Background: an optimization exercise with open tools, aiming at a short achievable clock period and few clock cycles. Do not read the settings as production practice. Only simulation tests tie the RTL to the original design; equivalence was not proved. Power and IR drop assume default switching activity.

== job 7177 ==
Design tinyCore, start of the top module:
module tinyCore (
    input  logic        clk,
    input  logic        reset_n,
    input  logic        halt,
    input  logic        trap,
    output logic [31:0] iAddr,
    input  logic [31:0] iData,
    output logic [31:0] dAddr,
    input  logic [31:0] dIn,
    output logic [31:0] dOut,
    output logic        memRw,
    output logic        strobe
);
Settings: LEC_CHECK=0, CAP_MARGIN=20, CORE_MARGIN=2, CORE_UTILIZATION=30, SLEW_MARGIN=20; clock period 16.0 ns.
standard.sh (not shown) runs the stock make flow with config.mk's settings and CLKGATE_MAP_FILE= SYNTH_SCRIPT=/design/flow/synth_recipe.tcl, a recipe that flattens the netlist after the stock synthesis.
==> flow/flow/run.sh <==
#!/bin/bash
# The standard layout, with timing repair aimed below the clock period
# (a setup margin), so that the achieved period shrinks.
set -uo pipefail
bash standard.sh SETUP_SLACK_MARGIN=11 finish > layout.log 2>&1
Testbench counts of job 7177, summed over its fixed seeds: cycles 73,641.
[inputs] job 5467 vs job 7177
diff --git a/flow/design.v b/flow/design.v
--- a/flow/design.v
+++ b/flow/design.v
@@ -376,22 +376,24 @@
     logic        prodX, prodY, prodZ;
     logic        hazard;
     logic        blockIrq;
     logic        haltQ, trapQ, savedQ;
     logic        eLate;
     logic        haltTake, trapTake;
     logic        dAccept;
     logic        dStall;
     logic        dCmpJump;
     logic        steer;
     logic [31:0] pcImm;
+    logic [12:0] pcLo;
+    logic [19:0] pcHiInc, pcHiDec;
     logic        rfWrite;
     assign ins    = iData;
     assign dT     = ins[31];
     assign dK     = ins[30];
     assign dS     = ins[29];
     assign dD     = ins[28];
     assign dDest  = ins[27:24];
     assign dX     = ins[23:20];
     assign dY     = ins[19:16];
     assign dOp    = ins[15:12];
     assign dImm   = {{20{ins[11]}}, ins[11:0]};
@@ -423,23 +425,28 @@
     assign vY = readVal(dY,    rfY, pcF1, mValid, mWrites, mDest, mVal);
     assign vZ = readVal(dDest, rfZ, pcF1, mValid, mWrites, mDest, mVal);
     assign prodX = eValid & eWrites & (eDest == dX);
     assign prodY = eValid & eWrites & (eDest == dY);
     assign prodZ = eValid & eWrites & (eDest == dDest);
     assign eLate  = eLoad | eSlow;
     assign hazard = ~dThrow & eValid & (eLoad | eSlow) & (prodX | prodY);
     assign blockIrq = savedQ | (eValid & (eJump | eThrow | eTrap)) |
                       (mValid & ((mJump & (mLoad | mSlow)) | mThrow | mTrap));
     assign haltTake = running & haltQ & ~blockIrq;
     assign trapTake = running & ~haltQ & trapQ & ~blockIrq;
-    assign pcImm    = pcF1 + dImm;
+    assign pcLo     = {1'b0, pcF1[11:0]} + {1'b0, ins[11:0]};
+    assign pcHiInc  = pcF1[31:12] + 20'd1;
+    assign pcHiDec  = pcF1[31:12] - 20'd1;
+    assign pcImm    = {ins[11] ? (pcLo[12] ? pcF1[31:12] : pcHiDec)
+                               : (pcLo[12] ? pcHiInc : pcF1[31:12]),
+                       pcLo[11:0]};
     assign dCmpJump = ~dThrow & ~dS & ~dD & dK & (dDest == 4'd15) & (dY == 4'd15) &
                       (dOp == coreTypes::opAnd) & (ins[11:0] != 12'd0);
     assign steer    = dCmpJump & prodX & eIsCmp & ~eLate & eAdZero & eFlag;
     assign dStall  = mHold | (hazard & ~trapTake);
     assign dAccept = running & ~dStall & ~haltTake & ~redirectE & ~redirectM;
     assign iAddr = pcF;
     always_ff @(posedge clk) begin
         haltQ  <= halt;
         trapQ  <= trap;
         savedQ <= reset_n & mValid & mTrap;
     end
--- outcome ---
- The final layout from job 7177, which completed every stage, passed the timing, design-rule and antenna checks at the end of the flow.
- Job 5467 finished every step from synthesis to the final layout, and the layout passed the timing, design-rule and antenna checks.
- Looking at part of the power in combinational logic, job 5467 sits 1.4 points above job 7177.
- Area after synthesis: higher on job 5467
- Job 5467: final cycle utilization of the critical path 0.93 points above job 7177
- Changes observed in job 5467 relative to job 7177: proportion of cell area spent on the clock network comparable, cell area now sits lower, final cell utilization of the core went down.
- Compared with job 7177, in job 5467 data arrival time of the critical path went up; part of the power in registers -0.8 points; mean area per synthesized cell rose by about 0.34%.
- Relative to job 7177, via count increased by 1.5% in job 5467.
Testbench counts of job 5467, summed over its fixed seeds: cycles 73,641.

-- afterwards: timing with drivers on the ports --
No port has a modelled driver above. Below, the same layouts with a new extraction and two added sets of constraints. Step 1 sets driving cells, clkbuf_16 on the clock port and buf_2 on the other inputs (assumed; they add their load-dependent delay and slew). Step 2 times the ports against the registers' clock, not the clock port: input delays grow and output delays shrink by t, the midpoint of the rising clock arrivals with the driver on. a / b / c = ideal / step 1 / step 2; a / b = the first two.
run	t, ns	setup slack, ns	worst setup path at the end	clock arrival spread, ns
job 7177	0.843	10.627 / 10.663 / 9.821	input to register	0.079 / 0.079
job 5467	0.855	10.478 / 10.478 / 9.719	input to register	0.084 / 0.084
After both steps setup and hold are still met in every run listed. The setup slack of job 7177, which loses most, moves by +0.036 ns with the drivers and by -0.806 ns with both steps.
